This is an optimization exercise on Yosys and OpenROAD, whose aim is small area, not a production implementation.
The RTL was checked by simulation tests, not by an equivalence proof against the original design.

==> 12-16 <==
## dual_issue_regfile
module dual_issue_regfile
#(
  parameter  int DATA_W   = dual_issue_pkg::DATA_W_DEF,
  parameter  int NUM_REGS = dual_issue_pkg::NUM_REGS_DEF,
  parameter  int NUM_RD   = 4,
  parameter  int NUM_WR   = dual_issue_pkg::NUM_WR_DEF,
  parameter  int BYPASS   = 1,
  localparam int ADDR_W   = $clog2(NUM_REGS)
) (
  input  logic                     i_clk,
  input  logic                     i_rst_n,
  input  logic [NUM_RD*ADDR_W-1:0] i_rd_addr,
  output logic [NUM_RD*DATA_W-1:0] o_rd_data,
  output logic [NUM_RD-1:0]        o_rd_busy,
  input  logic [NUM_WR-1:0]        i_wr_en,
  input  logic [NUM_WR*ADDR_W-1:0] i_wr_addr,
  input  logic [NUM_WR*DATA_W-1:0] i_wr_data,
  input  logic [NUM_WR-1:0]        i_iss_en,
  input  logic [NUM_WR*ADDR_W-1:0] i_iss_addr,
  output logic [NUM_REGS-1:0]      o_busy_vec
);
==> flow/config.mk <==
export PLATFORM = sky130hd
export DESIGN_NAME = dual_issue_regfile
export DESIGN_NICKNAME = dual_issue_regfile
export VERILOG_FILES = /design/flow/design.v
export SDC_FILE = /design/flow/constraint.sdc
export NUM_CORES = 4
export LEC_CHECK = 0
export CAP_MARGIN = 0
export CELL_PAD_IN_SITES_DETAIL_PLACEMENT = 1
export CELL_PAD_IN_SITES_GLOBAL_PLACEMENT = 1
export CORE_MARGIN = 2
export CORE_UTILIZATION = 35
export GPL_TIMING_DRIVEN = 0
export PLACE_DENSITY = 0.65
export SLEW_MARGIN = 0
export SYNTH_HIERARCHICAL = 1
==> flow/constraint.sdc <==
create_clock -name core_clock -period 7.0 [get_ports {i_clk}]
set_input_delay 1.4000 -clock core_clock [delete_from_list [all_inputs] [get_ports {i_clk}]]
set_output_delay 1.4000 -clock core_clock [all_outputs]
set_load 0.01 [all_outputs]
standard.sh (not shown) runs the stock make flow with config.mk's settings and CLKGATE_MAP_FILE= SYNTH_SCRIPT=/design/flow/synth_recipe.tcl, a recipe that flattens the netlist after the stock synthesis.
==> flow/flow/run.sh <==
#!/bin/bash
# The standard layout (standard.sh), with these changes:
#  - after the floorplan, the data flip-flops are pre-placed in a grid of
#    register rows by bit columns (flow/grid.tcl), so that the read selects
#    and write enables run along rows and the data buses along columns;
#  - after global placement, the drivers of nets with more than 20 loads are
#    sized up to drive strength 2 (flow/presize.tcl) before the repair;
#  - the resizer may not use the largest buffers (added to the don't-use list
#    after synthesis), so long high-fanout nets get modest buffers;
#  - plain buffers (not delay cells) on the ports; a clock tree without dummy
#    loads and with larger leaf clusters.
# Each step's full output goes to its own log file in this folder.
set -euo pipefail
RES=orfs/results/sky130hd/dual_issue_regfile/base
DU="sky130_fd_sc_hd__probe_p_8 sky130_fd_sc_hd__probec_p_8 sky130_fd_sc_hd__lpflow_bleeder_1 sky130_fd_sc_hd__lpflow_clkbufkapwr_1 sky130_fd_sc_hd__lpflow_clkbufkapwr_16 sky130_fd_sc_hd__lpflow_clkbufkapwr_2 sky130_fd_sc_hd__lpflow_clkbufkapwr_4 sky130_fd_sc_hd__lpflow_clkbufkapwr_8 sky130_fd_sc_hd__lpflow_clkinvkapwr_1 sky130_fd_sc_hd__lpflow_clkinvkapwr_16 sky130_fd_sc_hd__lpflow_clkinvkapwr_2 sky130_fd_sc_hd__lpflow_clkinvkapwr_4 sky130_fd_sc_hd__lpflow_clkinvkapwr_8 sky130_fd_sc_hd__lpflow_decapkapwr_12 sky130_fd_sc_hd__lpflow_decapkapwr_3 sky130_fd_sc_hd__lpflow_decapkapwr_4 sky130_fd_sc_hd__lpflow_decapkapwr_6 sky130_fd_sc_hd__lpflow_decapkapwr_8 sky130_fd_sc_hd__lpflow_inputiso0n_1 sky130_fd_sc_hd__lpflow_inputiso0p_1 sky130_fd_sc_hd__lpflow_inputiso1n_1 sky130_fd_sc_hd__lpflow_inputiso1p_1 sky130_fd_sc_hd__lpflow_inputisolatch_1 sky130_fd_sc_hd__lpflow_isobufsrc_1 sky130_fd_sc_hd__lpflow_isobufsrc_16 sky130_fd_sc_hd__lpflow_isobufsrc_2 sky130_fd_sc_hd__lpflow_isobufsrc_4 sky130_fd_sc_hd__lpflow_isobufsrc_8 sky130_fd_sc_hd__lpflow_isobufsrckapwr_16 sky130_fd_sc_hd__lpflow_lsbuf_lh_hl_isowell_tap_1 sky130_fd_sc_hd__lpflow_lsbuf_lh_hl_isowell_tap_2 sky130_fd_sc_hd__lpflow_lsbuf_lh_hl_isowell_tap_4 sky130_fd_sc_hd__lpflow_lsbuf_lh_isowell_4 sky130_fd_sc_hd__lpflow_lsbuf_lh_isowell_tap_1 sky130_fd_sc_hd__lpflow_lsbuf_lh_isowell_tap_2 sky130_fd_sc_hd__lpflow_lsbuf_lh_isowell_tap_4 sky130_fd_sc_hd__buf_8 sky130_fd_sc_hd__buf_12 sky130_fd_sc_hd__buf_16 sky130_fd_sc_hd__bufbuf_8 sky130_fd_sc_hd__bufbuf_16 sky130_fd_sc_hd__clkbuf_16"
export BUFFER_PORTS_ARGS="-buffer_cell sky130_fd_sc_hd__buf_2"
export CTS_ARGS="-sink_clustering_enable -repair_clock_nets -dont_use_dummy_load -buf_list {sky130_fd_sc_hd__clkbuf_4 sky130_fd_sc_hd__clkbuf_8} -sink_clustering_size 24 -sink_clustering_max_diameter 60"
export GRID_W=${GRID_W:-280} ROWS_PER=${ROWS_PER:-3} FO=20 SZ=2
bash standard.sh synth > log_1_synth.log 2>&1
bash standard.sh floorplan "DONT_USE_CELLS=$DU" > log_2_floorplan.log 2>&1
ODB=$RES/2_floorplan.odb openroad -no_init -exit flow/grid.tcl > log_2_grid.log 2>&1
bash standard.sh 3_3_place_gp "DONT_USE_CELLS=$DU" > log_3_place.log 2>&1
ODB=$RES/3_3_place_gp.odb openroad -no_init -exit flow/presize.tcl > log_3_presize.log 2>&1
bash standard.sh finish "DONT_USE_CELLS=$DU" > log_4_finish.log 2>&1
==> flow/flow/presize.tcl <==
# Size up to drive strength SZ the drivers of nets with more than FO loads.
read_liberty $::env(FLOW_HOME)/platforms/sky130hd/lib/sky130_fd_sc_hd__tt_025C_1v80.lib
read_db $::env(ODB)
set db [ord::get_db]
set n 0
foreach net [[ord::get_db_block] getNets] {
  if {[$net getSigType] != "SIGNAL"} { continue }
  if {[llength [$net getITerms]] > $::env(FO)} {
    foreach it [$net getITerms] {
      if {[$it isOutputSignal]} {
        set inst [$it getInst]
        set m [[$inst getMaster] getName]
        if {[regexp {^(sky130_fd_sc_hd__\w+)_(\d+)$} $m -> base sz]} {
          set new "${base}_$::env(SZ)"
          if {$sz < $::env(SZ) && [$db findMaster $new] != "NULL"} {
            replace_cell [$inst getName] $new
            incr n
          }
        }
      }
    }
  }
}
puts "sized up $n drivers"
write_db $::env(ODB)
Other scripts of this flow, unchanged in this note and not shown: flow/flow/grid.tcl
==> 07-01 (differences from 12-16) <==
--- a/flow/design.v
+++ b/flow/design.v
@@ -3,14 +3,27 @@
   localparam int NUM_REGS_DEF = 32;
   localparam int NUM_WR_DEF   = 2;
   localparam int ADDR_W_DEF   = $clog2(NUM_REGS_DEF);
   typedef logic [ADDR_W_DEF-1:0] reg_idx_t;
   typedef logic [DATA_W_DEF-1:0] word_t;
   localparam reg_idx_t ZERO_REG = '0;
 endpackage
+module regfile_dec (
+  input  logic        i_en,
+  input  logic [4:0]  i_addr,
+  output logic [31:0] o_sel
+);
+  logic [3:0] w_lo;
+  logic [7:0] w_hi;
+  always_comb begin
+    for (int i = 0; i < 4; i++) w_lo[i] = i_en && (i_addr[1:0] == 2'(i));
+    for (int i = 0; i < 8; i++) w_hi[i] = (i_addr[4:2] == 3'(i));
+    for (int r = 0; r < 32; r++) o_sel[r] = w_lo[r % 4] && w_hi[r / 4];
+  end
+endmodule
 module regfile_aoi222 (
   input  logic i_a0, i_a1,
   input  logic i_b0, i_b1,
   input  logic i_c0, i_c1,
   output logic o_y
 );
   assign o_y = !((i_a0 && i_a1) || (i_b0 && i_b1) || (i_c0 && i_c1));
@@ -60,26 +73,24 @@
   localparam int NUM_IN = NUM_REGS - 1 + NUM_WR;
   logic [NUM_WR-1:0]   w_hit;
   logic                w_nz;
   logic                w_miss;
   logic [3:0]          w_lo;
   logic [7:0]          w_hi;
   logic [NUM_REGS-1:0] w_sel;
-  logic [NUM_REGS-1:0] w_bsel;
   logic [NUM_WR-1:0]   w_byp;
   logic [NUM_IN-1:0]   w_in_sel;
   always_comb begin
     for (int k = 0; k < NUM_WR; k++)
       w_hit[k] = i_wr_en[k] && (i_wr_addr[k*ADDR_W +: ADDR_W] == i_addr);
     w_nz   = i_rst_n && (i_addr != '0);
     w_miss = i_rst_n && !(|w_hit);
     for (int i = 0; i < 4; i++) w_lo[i] = w_miss && (i_addr[1:0] == 2'(i));
     for (int i = 0; i < 8; i++) w_hi[i] = (i_addr[4:2] == 3'(i));
     for (int r = 0; r < NUM_REGS; r++) begin
-      w_bsel[r] = w_lo[r % 4] && w_hi[r / 4];
       w_sel[r]  = w_lo[r % 4] && w_hi[r / 4] && i_valid[r];
     end
     w_byp[1] = w_nz && w_hit[1];
     w_byp[0] = w_nz && w_hit[0] && !w_hit[1];
   end
   assign w_in_sel = {w_byp, w_sel[NUM_REGS-1:1]};
   for (genvar b = 0; b < DATA_W; b++) begin : g_bit
@@ -92,15 +103,20 @@
     end
     regfile_read_bit #(.NUM_IN(NUM_IN)) u_bit (
       .i_sel  (w_in_sel),
       .i_data (w_in_data),
       .o_data (o_data[b])
     );
   end
-  assign o_busy = |(w_bsel[NUM_REGS-1:1] & i_busy[NUM_REGS-1:1]);
+  logic [7:0] w_bgrp;
+  always_comb begin
+    for (int j = 0; j < 8; j++)
+      w_bgrp[j] = |(w_lo & i_busy[4*j +: 4]);
+    o_busy = |(w_hi & w_bgrp);
+  end
 endmodule
 module dual_issue_regfile
 #(
   parameter  int DATA_W   = dual_issue_pkg::DATA_W_DEF,
   parameter  int NUM_REGS = dual_issue_pkg::NUM_REGS_DEF,
   parameter  int NUM_RD   = 4,
   parameter  int NUM_WR   = dual_issue_pkg::NUM_WR_DEF,
@@ -118,58 +134,56 @@
   input  logic [NUM_WR-1:0]        i_iss_en,
   input  logic [NUM_WR*ADDR_W-1:0] i_iss_addr,
   output logic [NUM_REGS-1:0]      o_busy_vec
 );
   logic [NUM_REGS*DATA_W-1:0] w_regs;
   logic [NUM_REGS-1:0]        w_valid;
   logic [NUM_REGS-1:0]        r_busy;
-  logic [NUM_REGS-1:0]        w_set;
-  logic [NUM_REGS-1:0]        w_clr;
+  logic [NUM_REGS-1:0]        w_wd0;
+  logic [NUM_REGS-1:0]        w_wd1;
+  logic [NUM_REGS-1:0]        w_id0;
+  logic [NUM_REGS-1:0]        w_id1;
   logic [NUM_REGS-1:0]        w_we0;
   logic [NUM_REGS-1:0]        w_we1;
-  always_comb begin
-    w_set = '0;
-    w_clr = '0;
-    for (int k = 0; k < NUM_WR; k++) begin
-      if (i_iss_en[k]) w_set[i_iss_addr[k*ADDR_W +: ADDR_W]] = 1'b1;
-      if (i_wr_en[k])  w_clr[i_wr_addr[k*ADDR_W +: ADDR_W]]  = 1'b1;
-    end
-    w_set[0] = 1'b0;
-    for (int r = 0; r < NUM_REGS; r++) begin
-      w_we1[r] = i_wr_en[1] && (i_wr_addr[ADDR_W +: ADDR_W] == ADDR_W'(r));
-      w_we0[r] = i_wr_en[0] && (i_wr_addr[0 +: ADDR_W] == ADDR_W'(r)) && !w_we1[r];
-    end
-  end
+  logic [NUM_REGS-1:0]        w_hold;
+  regfile_dec u_wd0 (.i_en(i_wr_en[0]),  .i_addr(i_wr_addr[0 +: ADDR_W]),       .o_sel(w_wd0));
+  regfile_dec u_wd1 (.i_en(i_wr_en[1]),  .i_addr(i_wr_addr[ADDR_W +: ADDR_W]),  .o_sel(w_wd1));
+  regfile_dec u_id0 (.i_en(i_iss_en[0]), .i_addr(i_iss_addr[0 +: ADDR_W]),      .o_sel(w_id0));
+  regfile_dec u_id1 (.i_en(i_iss_en[1]), .i_addr(i_iss_addr[ADDR_W +: ADDR_W]), .o_sel(w_id1));
+  assign w_we1  = w_wd1;
+  assign w_we0  = w_wd0 & ~w_wd1;
+  assign w_hold = ~(w_wd0 | w_wd1);
   assign w_regs[0 +: DATA_W] = '0;
   assign w_valid[0]          = 1'b0;
   for (genvar r = 1; r < NUM_REGS; r++) begin : g_reg
     logic [DATA_W-1:0] r_data;
     logic              r_valid;
-    logic              w_hold;
-    assign w_hold = !(w_we0[r] || w_we1[r]);
     logic [DATA_W-1:0] w_next_n;
     for (genvar b = 0; b < DATA_W; b++) begin : g_bit
       regfile_aoi222 u_aoi (
         .i_a0 (w_we1[r]), .i_a1 (i_wr_data[DATA_W + b]),
         .i_b0 (w_we0[r]), .i_b1 (i_wr_data[b]),
-        .i_c0 (w_hold),   .i_c1 (r_data[b]),
+        .i_c0 (w_hold[r]), .i_c1 (r_data[b]),
         .o_y  (w_next_n[b])
       );
     end
     always_ff @(posedge i_clk) r_data <= ~w_next_n;
     always_ff @(posedge i_clk or negedge i_rst_n) begin
-      if (!i_rst_n)                  r_valid <= 1'b0;
-      else if (w_we0[r] || w_we1[r]) r_valid <= 1'b1;
+      if (!i_rst_n) r_valid <= 1'b0;
+      else          r_valid <= r_valid | ~w_hold[r];
     end
     assign w_regs[r*DATA_W +: DATA_W] = r_data;
     assign w_valid[r]                 = r_valid;
   end
-  always_ff @(posedge i_clk or negedge i_rst_n) begin
-    if (!i_rst_n) r_busy <= '0;
-    else          r_busy <= (r_busy & ~w_clr) | w_set;
+  assign r_busy[0] = 1'b0;
+  for (genvar r = 1; r < NUM_REGS; r++) begin : g_busy
+    always_ff @(posedge i_clk or negedge i_rst_n) begin
+      if (!i_rst_n) r_busy[r] <= 1'b0;
+      else          r_busy[r] <= (r_busy[r] & w_hold[r]) | w_id0[r] | w_id1[r];
+    end
   end
   assign o_busy_vec = r_busy;
   for (genvar i = 0; i < NUM_RD; i++) begin : g_rd
     regfile_read_port #(
       .DATA_W   (DATA_W),
       .NUM_REGS (NUM_REGS),
       .NUM_WR   (NUM_WR),
--- a/flow/flow/presize.tcl
+++ b/flow/flow/presize.tcl
@@ -1,8 +1,9 @@
-# Size up to drive strength SZ the drivers of nets with more than FO loads.
+# Size up to drive strength SZ the drivers of nets with more than FO loads,
+# and release the pre-placed flip-flops (FIRM -> PLACED) for legalization.
 read_liberty $::env(FLOW_HOME)/platforms/sky130hd/lib/sky130_fd_sc_hd__tt_025C_1v80.lib
 read_db $::env(ODB)
 set db [ord::get_db]
 set n 0
 foreach net [[ord::get_db_block] getNets] {
   if {[$net getSigType] != "SIGNAL"} { continue }
   if {[llength [$net getITerms]] > $::env(FO)} {
@@ -18,8 +19,13 @@
           }
         }
       }
     }
   }
 }
 puts "sized up $n drivers"
+set k 0
+foreach inst [[ord::get_db_block] getInsts] {
+  if {[$inst getPlacementStatus] == "FIRM"} { $inst setPlacementStatus PLACED; incr k }
+}
+puts "released $k pre-placed cells"
 write_db $::env(ODB)
==> run_results.csv <==
group,metric,value,unit
status,tool.error,"[ERROR GRT-0116] Global routing finished with congestion. Check the congestion regions in the DRC Viewer.",
die,start_util,35.2,%
status,stop_stage,"global routing",
placement,place.detailed.hpwl,324000,um
status,outcome,"stopped before the end",
logic_synthesis,synth_cells,5648,
logic_synthesis,syn-cell-area,57100,um^2
the above is filed under 07-01

==> run_results.csv <==
group,metric,value,unit
status,outcome,"stopped before the end",
status,stop_stage,"detailed placement",
status,tool.error,"[ERROR DPL-0033] detailed placement checks failed during check placement.",
placement,io_buffers,263,
placement,gp_congestion,1.12,
placement,place.detailed.hpwl,357000,um
logic_synthesis,syn-cell-area,58100,um^2
die,fp.dieW,411,um
logic_synthesis,synth.avg_cell_area,9.91,um^2
die,start_util,35.2,%
logic_synthesis,yosysWarnings,8,
logic_synthesis,synth_cells,5865,
the above is filed under 12-16

